From an optimization exercise on the open Yosys and OpenROAD flow, aimed at small area; shortcuts taken in it are not production practice.
Where RTL was checked, it was by simulation tests only, not by an equivalence proof against the original.
Power figures rest on the tool's default switching activity, not on a simulated workload.

== rev 12 ==
==> module gcsd_stepper, before the edit <==
module gcsd_stepper (
  input  logic        clk,
  input  logic        rst,
  input  logic        cfg_wen,
  input  logic        cfg_index,
  input  logic [47:0] cfg_data,
  input  logic        tgt_a_we,
  input  logic        tgt_b_we,
  input  logic [15:0] tgt_word,
  input  logic        tick,
  output logic [7:0]  drive
);
  logic [47:0] table_a, table_b;
  logic        loaded_a, loaded_b;
  logic        x_is_b;              
  logic [15:0] position_x, position_y;
  logic [15:0] target_x, target_y;
  logic [2:0]  phase_x, phase_y;
  logic [2:0]  phase_x_next, phase_y_next, phase_a_next, phase_b_next;
  logic        up_x, dn_x, up_y, dn_y;
  logic        inc_x, dec_x, inc_y, dec_y;    
  logic        we_x, we_y;
  function automatic logic [2:0] phase_step(input logic [2:0] ph, input logic up,
                                            input logic dn);
    logic [1:0] m3;
    m3 = ph[2:1];
    if (up)      m3 = (m3 == 2'd2) ? 2'd0 : m3 + 2'd1;
    else if (dn) m3 = (m3 == 2'd0) ? 2'd2 : m3 - 2'd1;
    phase_step = {m3, ph[0] ^ (up | dn)};
  endfunction
  function automatic logic [1:0] compare(input logic [15:0] p, input logic [15:0] t);
    logic [15:0] lt, gt;
    for (int i = 0; i < 16; i++) begin
      lt[i] = !p[i] && t[i];
      gt[i] = p[i] && !t[i];
    end
    for (int w = 1; w < 16; w = w * 2) begin
      for (int i = 0; i < 16; i = i + 2 * w) begin
        lt[i] = lt[i + w] || (!gt[i + w] && lt[i]);
        gt[i] = gt[i + w] || (!lt[i + w] && gt[i]);
      end
    end
    compare = {lt[0], gt[0]};
  endfunction
  function automatic logic [15:0] step(input logic [15:0] p, input logic up, input logic dn);
    logic c;
    c = up | dn;
    for (int i = 0; i < 16; i++) begin
      step[i] = p[i] ^ c;
      c = c & (p[i] ^ dn);
    end
  endfunction
  assign {up_x, dn_x} = compare(position_x, target_x);
  assign {up_y, dn_y} = compare(position_y, target_y);
  assign phase_x_next = phase_step(phase_x, up_x, dn_x);
  assign phase_y_next = phase_step(phase_y, up_y, dn_y);
  assign phase_a_next = x_is_b ? phase_y_next : phase_x_next;
  assign phase_b_next = x_is_b ? phase_x_next : phase_y_next;
  logic [5:0] sel_a, sel_b;
  always_comb begin
    for (int k = 0; k < 6; k++) begin
      sel_a[k] = loaded_a && (phase_a_next == {2'(k % 3), 1'(k % 2)});
      sel_b[k] = loaded_b && (phase_b_next == {2'(k % 3), 1'(k % 2)});
    end
    drive = 8'h00;
    for (int k = 0; k < 6; k++) begin
      drive = drive | ({8{sel_a[k]}} & table_a[8*k +: 8]) | ({8{sel_b[k]}} & table_b[8*k +: 8]);
    end
  end
  always_ff @(posedge clk) begin
    if (cfg_wen && !cfg_index) table_a <= cfg_data;
    if (cfg_wen &&  cfg_index) table_b <= cfg_data;
  end
  assign we_x = x_is_b ? tgt_b_we : tgt_a_we;
  assign we_y = x_is_b ? tgt_a_we : tgt_b_we;
  always_ff @(posedge clk) begin
    if (rst) begin
      loaded_a   <= 1'b0;
      loaded_b   <= 1'b0;
      x_is_b     <= 1'b0;
      position_x <= '0;
      position_y <= '0;
      target_x   <= '0;
      target_y   <= '0;
      phase_x    <= '0;
      phase_y    <= '0;
      inc_x      <= 1'b0;
      dec_x      <= 1'b0;
      inc_y      <= 1'b0;
      dec_y      <= 1'b0;
    end else begin
      if (cfg_wen && !cfg_index) loaded_a <= 1'b1;
      if (cfg_wen &&  cfg_index) loaded_b <= 1'b1;
      x_is_b     <= !x_is_b;
      position_x <= position_y;
      position_y <= step(position_x, inc_x, dec_x);
      target_x   <= we_y ? tgt_word : target_y;
      target_y   <= we_x ? tgt_word : target_x;
      if (tick) begin
        phase_x <= phase_y_next;
        phase_y <= phase_x_next;
        inc_x   <= up_y;
        dec_x   <= dn_y;
        inc_y   <= up_x;
        dec_y   <= dn_x;
      end else begin
        phase_x <= phase_y;
        phase_y <= phase_x;
        inc_x   <= inc_y;
        dec_x   <= dec_y;
        inc_y   <= 1'b0;
        dec_y   <= 1'b0;
      end
    end
  end
endmodule
==> module gauge_command_stepper_display, before the edit <==
module gauge_command_stepper_display (
  input  logic                             clk,
  input  logic                             rst,
  input  logic                             in_valid,
  output logic                             in_ready,
  input  logic [1:0]                       in_func,
  input  logic [7:0]                       in_rx_byte,
  output logic                             out_valid,
  input  logic                             out_ready,
  output logic                             out_kind,
  output logic [7:0]                       out_value,
  output logic                             out_lcd_is_data,
  input  logic                             cfg_wen,
  input  logic [gcsd_pkg::CFG_INDEX_W-1:0] cfg_index,
  input  logic [gcsd_pkg::CFG_DATA_W-1:0]  cfg_data
);
  logic       in_acc, byte_en, tick, poll;
  logic       tgt_a_we, tgt_b_we, char_we;
  logic [7:0] operand_hi;
  logic [7:0] drive;
  logic       at_col0, row, busy, rd_done;
  logic [7:0] rd_data;
  logic       o_valid;
  logic       o_kind;
  logic       o_is_data;
  logic [7:0] o_value;
  logic       tick_wait;    
  assign in_ready = !o_valid && !busy && !tick_wait;
  assign in_acc   = in_valid && in_ready;
  assign byte_en  = in_acc && (in_func == 2'd0);
  assign tick     = in_acc && (in_func == 2'd1);
  assign poll     = in_acc && (in_func == 2'd2);
  gcsd_frame u_frame (
    .clk        (clk),
    .rst        (rst),
    .byte_en    (byte_en),
    .rx_byte    (in_rx_byte),
    .tgt_a_we   (tgt_a_we),
    .tgt_b_we   (tgt_b_we),
    .char_we    (char_we),
    .operand_hi (operand_hi)
  );
  gcsd_stepper u_stepper (
    .clk       (clk),
    .rst       (rst),
    .cfg_wen   (cfg_wen),
    .cfg_index (cfg_index),
    .cfg_data  (cfg_data),
    .tgt_a_we  (tgt_a_we),
    .tgt_b_we  (tgt_b_we),
    .tgt_word  ({operand_hi, in_rx_byte}),
    .tick      (tick),
    .drive     (drive)
  );
  gcsd_display u_display (
    .clk       (clk),
    .rst       (rst),
    .char_we   (char_we),
    .char_addr (operand_hi[4:0]),
    .char_data (in_rx_byte),
    .held_data (operand_hi),
    .poll      (poll),
    .at_col0   (at_col0),
    .row       (row),
    .busy      (busy),
    .rd_done   (rd_done),
    .rd_data   (rd_data)
  );
  always_ff @(posedge clk) begin
    if (rst) begin
      o_valid   <= 1'b0;
      tick_wait <= 1'b0;
    end else begin
      tick_wait <= tick;
      if (tick_wait || (poll && at_col0) || rd_done) begin
        o_valid <= 1'b1;
      end else if (out_ready) begin
        o_valid <= 1'b0;
      end
    end
  end
  always_ff @(posedge clk) begin
    if (tick || poll) begin
      o_kind    <= poll;
      o_is_data <= poll && !at_col0;
    end
    if (tick) begin
      o_value <= drive;
    end else if (poll && at_col0) begin
      o_value <= {1'b1, row, 6'd0};
    end else if (rd_done) begin
      o_value <= rd_data;
    end
  end
  assign out_valid       = o_valid;
  assign out_kind        = o_kind;
  assign out_value       = o_value;
  assign out_lcd_is_data = o_is_data;
endmodule
clock: 5.0 ns
lec_check: 0
cap_margin: 20
core_margin: 2
core_utilization: 40
cts_buf_list: sky130_fd_sc_hd__clkbuf_8
cts_cluster_diameter: 60
cts_cluster_size: 16
slew_margin: 20
standard.sh (not shown) runs the stock make flow with config.mk's settings and CLKGATE_MAP_FILE= SYNTH_SCRIPT=/design/flow/synth_recipe.tcl, a recipe that flattens the netlist after the stock synthesis.
==> flow/flow/run.sh <==
#!/bin/bash
# The standard layout with these changes:
#  - synthesis maps the logic with an area-oriented ABC script (flow/abc_area.script)
#    in place of ORFS's speed script, and leaves adders to ABC as plain logic
#    (ADDER_MAP_FILE empty); everything else in synthesis is unchanged;
#  - the port buffers are made from the smallest buffer cell.
# Each step's full output goes to its own log here: synth.log, layout.log.
set -euo pipefail
here=$PWD
rm -rf scripts_area
cp -r "$FLOW_HOME/scripts" scripts_area
cp flow/abc_area.script scripts_area/abc_speed.script
bash standard.sh "SCRIPTS_DIR=$here/scripts_area" "ADDER_MAP_FILE=" synth > synth.log 2>&1
bash standard.sh "BUFFER_PORTS_ARGS=-buffer_cell sky130_fd_sc_hd__buf_1" finish > layout.log 2>&1
==> flow/flow/abc_area.script <==
strash
balance; rewrite; refactor; balance; rewrite; rewrite -z; balance; refactor -z; rewrite -z; balance
dch -f
amap
topo
dnsize -c
### rev 12 -> rev 13
diff --git a/flow/design.v b/flow/design.v
--- a/flow/design.v
+++ b/flow/design.v
@@ -82,8 +82,10 @@
   logic [2:0]  phase_x_next, phase_y_next, phase_a_next, phase_b_next;
   logic        up_x, dn_x, up_y, dn_y;
   logic        inc_x, dec_x, inc_y, dec_y;    
   logic        we_x, we_y;
+  logic [15:0] target_to_y;                   
+  logic        up_kept, dn_kept;              
   function automatic logic [2:0] phase_step(input logic [2:0] ph, input logic up,
                                             input logic dn);
     logic [1:0] m3;
     m3 = ph[2:1];
@@ -112,10 +114,11 @@
       step[i] = p[i] ^ c;
       c = c & (p[i] ^ dn);
     end
   endfunction
-  assign {up_x, dn_x} = compare(position_x, target_x);
-  assign {up_y, dn_y} = compare(position_y, target_y);
+  assign {up_x, dn_x} = compare(position_x, target_to_y);
+  assign up_y = up_kept;
+  assign dn_y = dn_kept;
   assign phase_x_next = phase_step(phase_x, up_x, dn_x);
   assign phase_y_next = phase_step(phase_y, up_y, dn_y);
   assign phase_a_next = x_is_b ? phase_y_next : phase_x_next;
   assign phase_b_next = x_is_b ? phase_x_next : phase_y_next;
@@ -135,8 +138,9 @@
     if (cfg_wen &&  cfg_index) table_b <= cfg_data;
   end
   assign we_x = x_is_b ? tgt_b_we : tgt_a_we;
   assign we_y = x_is_b ? tgt_a_we : tgt_b_we;
+  assign target_to_y = we_x ? tgt_word : target_x;
   always_ff @(posedge clk) begin
     if (rst) begin
       loaded_a   <= 1'b0;
       loaded_b   <= 1'b0;
@@ -150,16 +154,20 @@
       inc_x      <= 1'b0;
       dec_x      <= 1'b0;
       inc_y      <= 1'b0;
       dec_y      <= 1'b0;
+      up_kept    <= 1'b0;
+      dn_kept    <= 1'b0;
     end else begin
       if (cfg_wen && !cfg_index) loaded_a <= 1'b1;
       if (cfg_wen &&  cfg_index) loaded_b <= 1'b1;
       x_is_b     <= !x_is_b;
       position_x <= position_y;
       position_y <= step(position_x, inc_x, dec_x);
       target_x   <= we_y ? tgt_word : target_y;
-      target_y   <= we_x ? tgt_word : target_x;
+      target_y   <= target_to_y;
+      up_kept    <= up_x;
+      dn_kept    <= dn_x;
       if (tick) begin
         phase_x <= phase_y_next;
         phase_y <= phase_x_next;
         inc_x   <= up_y;
@@ -275,10 +283,10 @@
   logic       o_valid;
   logic       o_kind;
   logic       o_is_data;
   logic [7:0] o_value;
-  logic       tick_wait;    
-  assign in_ready = !o_valid && !busy && !tick_wait;
+  logic [1:0] tick_wait;    
+  assign in_ready = !o_valid && !busy && (tick_wait == 2'b00);
   assign in_acc   = in_valid && in_ready;
   assign byte_en  = in_acc && (in_func == 2'd0);
   assign tick     = in_acc && (in_func == 2'd1);
   assign poll     = in_acc && (in_func == 2'd2);
@@ -320,12 +328,12 @@
   );
   always_ff @(posedge clk) begin
     if (rst) begin
       o_valid   <= 1'b0;
-      tick_wait <= 1'b0;
+      tick_wait <= 2'b00;
     end else begin
-      tick_wait <= tick;
-      if (tick_wait || (poll && at_col0) || rd_done) begin
+      tick_wait <= {tick_wait[0], tick};
+      if (tick_wait[1] || (poll && at_col0) || rd_done) begin
         o_valid <= 1'b1;
       end else if (out_ready) begin
         o_valid <= 1'b0;
       end
--- outcome ---
What the final checks of rev 13 revealed, after a flow that finished every stage, was a layout that fails on negative setup slack. Across both runs, worst hold slack was higher for rev 13 than for rev 12. Rev 13 vs. rev 12: power moved up; non-filler instance count after layout moved up; ratio of final minimum period to clock period moved up. In the metrics for rev 12 and rev 13, the one carrying the higher area after synthesis is rev 12. Going from rev 12 to rev 13, sequential cell count grew slightly. Where die area is concerned, rev 12 is outperformed by rev 13.
Only the layout flow was run in rev 13; the RTL was not checked for function there.

* * *

gauge_command_stepper_display, a different RTL version from the one above (not shown whole).
Size in the first run: ~76 I/O pins, roughly 14,000 um2 of cells after synthesis.
==> module gcsd_stepper, before the edit <==
module gcsd_stepper (
  input  logic        clk,
  input  logic        rst,
  input  logic        cfg_wen,
  input  logic        cfg_index,
  input  logic [47:0] cfg_data,
  input  logic        tgt_a_we,
  input  logic        tgt_b_we,
  input  logic [15:0] tgt_word,
  input  logic        tick,
  output logic [7:0]  drive
);
  logic [47:0] table_a, table_b;
  logic        loaded_a, loaded_b;
  logic [15:0] position_a, position_b;
  logic [15:0] target_a, target_b;
  logic [2:0]  phase_a, phase_b;
  logic [15:0] position_a_next, position_b_next;
  logic [2:0]  phase_a_next, phase_b_next;
  function automatic logic [2:0] phase_step(input logic [2:0] ph, input logic up,
                                            input logic dn);
    logic [1:0] m3;
    m3 = ph[2:1];
    if (up)      m3 = (m3 == 2'd2) ? 2'd0 : m3 + 2'd1;
    else if (dn) m3 = (m3 == 2'd0) ? 2'd2 : m3 - 2'd1;
    phase_step = {m3, ph[0] ^ (up | dn)};
  endfunction
  logic up_a, dn_a, up_b, dn_b;
  function automatic logic [1:0] compare(input logic [15:0] p, input logic [15:0] t);
    logic lt, gt;
    lt = 1'b0;
    gt = 1'b0;
    for (int i = 15; i >= 0; i--) begin
      lt = lt | (!gt && !p[i] && t[i]);
      gt = gt | (!lt && p[i] && !t[i]);
    end
    compare = {lt, gt};
  endfunction
  function automatic logic [15:0] step(input logic [15:0] p, input logic up, input logic dn);
    logic c;
    c = up | dn;
    for (int i = 0; i < 16; i++) begin
      step[i] = p[i] ^ c;
      c = c & (p[i] ^ dn);
    end
  endfunction
  assign {up_a, dn_a} = compare(position_a, target_a);
  assign {up_b, dn_b} = compare(position_b, target_b);
  assign position_a_next = step(position_a, up_a, dn_a);
  assign position_b_next = step(position_b, up_b, dn_b);
  assign phase_a_next    = phase_step(phase_a, up_a, dn_a);
  assign phase_b_next    = phase_step(phase_b, up_b, dn_b);
  logic [5:0] sel_a, sel_b;
  always_comb begin
    for (int k = 0; k < 6; k++) begin
      sel_a[k] = loaded_a && (phase_a_next == {2'(k % 3), 1'(k % 2)});
      sel_b[k] = loaded_b && (phase_b_next == {2'(k % 3), 1'(k % 2)});
    end
    drive = 8'h00;
    for (int k = 0; k < 6; k++) begin
      drive = drive | ({8{sel_a[k]}} & table_a[8*k +: 8]) | ({8{sel_b[k]}} & table_b[8*k +: 8]);
    end
  end
  always_ff @(posedge clk) begin
    if (cfg_wen && !cfg_index) table_a <= cfg_data;
    if (cfg_wen &&  cfg_index) table_b <= cfg_data;
  end
  logic [15:0] tgt_word_r;
  assign tgt_word_r   = rst ? 16'd0 : tgt_word;
  always_ff @(posedge clk) begin
    if (tgt_a_we || rst) target_a <= tgt_word_r;
    if (tgt_b_we || rst) target_b <= tgt_word_r;
  end
  always_ff @(posedge clk) begin
    if (rst) begin
      loaded_a   <= 1'b0;
      loaded_b   <= 1'b0;
      position_a <= '0;
      position_b <= '0;
      phase_a    <= '0;
      phase_b    <= '0;
    end else begin
      if (cfg_wen && !cfg_index) loaded_a <= 1'b1;
      if (cfg_wen &&  cfg_index) loaded_b <= 1'b1;
      if (tick) begin
        position_a <= position_a_next;
        position_b <= position_b_next;
        phase_a    <= phase_a_next;
        phase_b    <= phase_b_next;
      end
    end
  end
endmodule
==> flow/config.mk <==
export PLATFORM = sky130hd
export DESIGN_NAME = gauge_command_stepper_display
export DESIGN_NICKNAME = gauge_command_stepper_display
export VERILOG_FILES = /design/flow/design.v
export SDC_FILE = /design/flow/constraint.sdc
export NUM_CORES = 4
export LEC_CHECK = 0
export CAP_MARGIN = 20
export CORE_MARGIN = 2
export CORE_UTILIZATION = 40
export CTS_BUF_LIST = sky130_fd_sc_hd__clkbuf_8
export CTS_CLUSTER_DIAMETER = 60
export CTS_CLUSTER_SIZE = 16
export SLEW_MARGIN = 20
==> flow/constraint.sdc <==
create_clock -name core_clock -period 5.0 [get_ports {clk}]
set_input_delay 1.0000 -clock core_clock [delete_from_list [all_inputs] [get_ports {clk}]]
set_output_delay 1.0000 -clock core_clock [all_outputs]
set_load 0.01 [all_outputs]
==> flow/flow/run.sh <==
#!/bin/bash
# The standard layout with two changes:
#  - synthesis maps the logic with an area-oriented ABC script (flow/abc_area.script)
#    in place of ORFS's speed script; everything else in synthesis is unchanged;
#  - the port buffers are made from the smallest buffer cell.
set -euo pipefail
here=$PWD
rm -rf scripts_area
cp -r "$FLOW_HOME/scripts" scripts_area
cp flow/abc_area.script scripts_area/abc_speed.script
bash standard.sh "SCRIPTS_DIR=$here/scripts_area" synth > synth.log 2>&1
bash standard.sh "BUFFER_PORTS_ARGS=-buffer_cell sky130_fd_sc_hd__buf_1" finish > layout.log 2>&1
Scripts as last shown in full above: flow/flow/abc_area.script
The first run completed, yet does not pass: negative setup slack.
Next try:
--- a/flow/design.v
+++ b/flow/design.v
@@ -79,6 +79,7 @@
   logic [15:0] target_a, target_b;
   logic [2:0]  phase_a, phase_b;
-  logic [15:0] position_a_next, position_b_next;
   logic [2:0]  phase_a_next, phase_b_next;
+  logic        up_a, dn_a, up_b, dn_b;
+  logic        inc_a, dec_a, inc_b, dec_b;    
   function automatic logic [2:0] phase_step(input logic [2:0] ph, input logic up,
                                             input logic dn);
@@ -89,14 +90,17 @@
     phase_step = {m3, ph[0] ^ (up | dn)};
   endfunction
-  logic up_a, dn_a, up_b, dn_b;
   function automatic logic [1:0] compare(input logic [15:0] p, input logic [15:0] t);
-    logic lt, gt;
-    lt = 1'b0;
-    gt = 1'b0;
-    for (int i = 15; i >= 0; i--) begin
-      lt = lt | (!gt && !p[i] && t[i]);
-      gt = gt | (!lt && p[i] && !t[i]);
+    logic [15:0] lt, gt;
+    for (int i = 0; i < 16; i++) begin
+      lt[i] = !p[i] && t[i];
+      gt[i] = p[i] && !t[i];
+    end
+    for (int w = 1; w < 16; w = w * 2) begin
+      for (int i = 0; i < 16; i = i + 2 * w) begin
+        lt[i] = lt[i + w] || (!gt[i + w] && lt[i]);
+        gt[i] = gt[i + w] || (!lt[i + w] && gt[i]);
+      end
     end
-    compare = {lt, gt};
+    compare = {lt[0], gt[0]};
   endfunction
   function automatic logic [15:0] step(input logic [15:0] p, input logic up, input logic dn);
@@ -110,8 +114,6 @@
   assign {up_a, dn_a} = compare(position_a, target_a);
   assign {up_b, dn_b} = compare(position_b, target_b);
-  assign position_a_next = step(position_a, up_a, dn_a);
-  assign position_b_next = step(position_b, up_b, dn_b);
-  assign phase_a_next    = phase_step(phase_a, up_a, dn_a);
-  assign phase_b_next    = phase_step(phase_b, up_b, dn_b);
+  assign phase_a_next = phase_step(phase_a, up_a, dn_a);
+  assign phase_b_next = phase_step(phase_b, up_b, dn_b);
   logic [5:0] sel_a, sel_b;
   always_comb begin
@@ -130,5 +132,5 @@
   end
   logic [15:0] tgt_word_r;
-  assign tgt_word_r   = rst ? 16'd0 : tgt_word;
+  assign tgt_word_r = rst ? 16'd0 : tgt_word;
   always_ff @(posedge clk) begin
     if (tgt_a_we || rst) target_a <= tgt_word_r;
@@ -143,10 +145,18 @@
       phase_a    <= '0;
       phase_b    <= '0;
+      inc_a      <= 1'b0;
+      dec_a      <= 1'b0;
+      inc_b      <= 1'b0;
+      dec_b      <= 1'b0;
     end else begin
       if (cfg_wen && !cfg_index) loaded_a <= 1'b1;
       if (cfg_wen &&  cfg_index) loaded_b <= 1'b1;
+      position_a <= step(position_a, inc_a, dec_a);
+      position_b <= step(position_b, inc_b, dec_b);
+      inc_a      <= tick && up_a;
+      dec_a      <= tick && dn_a;
+      inc_b      <= tick && up_b;
+      dec_b      <= tick && dn_b;
       if (tick) begin
-        position_a <= position_a_next;
-        position_b <= position_b_next;
         phase_a    <= phase_a_next;
         phase_b    <= phase_b_next;
Result:
- With this change the flow produced a clean layout
- design area falls by 21%
- die area rises by 1.8%
- via count falls by 15%
- clock skew falls by 0.0043 ns
- sequential share of layout area rises by 14 points
- global-route usage falls by 4.3 points
- critical path depth falls by 48
- cell count falls by 12%
- utilization falls by 12 points
- wire length falls by 20%
Function not checked in the first run of this note: the RTL went through the layout flow alone.

re-timing with driven ports:
Ports are ideal in the flow. The routed layouts listed here were re-timed in OpenROAD.
Step 1 sets driving cells, clkbuf_16 on the clock port and buf_2 on the other inputs (assumed; they add their load-dependent delay and slew).
Step 2 adds t to the input delays and takes it off the output delays; t is the mean of the earliest and latest rising clock arrival at the registers after step 1. Input paths then give back, and output paths get back, about the clock's delay inside the block.
Three values: ideal ports, drivers, drivers and shift; two values: the first two.
| run | shift t [ns] | setup WS [ns] | worst slew at a driven data input, ns |
|---|---|---|---|
| rev 12 | 0.593 | 0.788 / 0.788 / 0.788 | 0.05 |
| rev 13 | 0.601 | -0.342 / -0.342 / -0.795 | 0.04 |
| the first run of note 2 | 0.611 | -3.808 / -3.808 / -3.808 | 0.06 |
| the second run of note 2 | 0.588 | 0.871 / 0.871 / 0.694 | 0.15 |
For rev 13, which loses most, drivers alone change the setup slack by 0.000 ns; drivers and shift together by -0.453 ns.
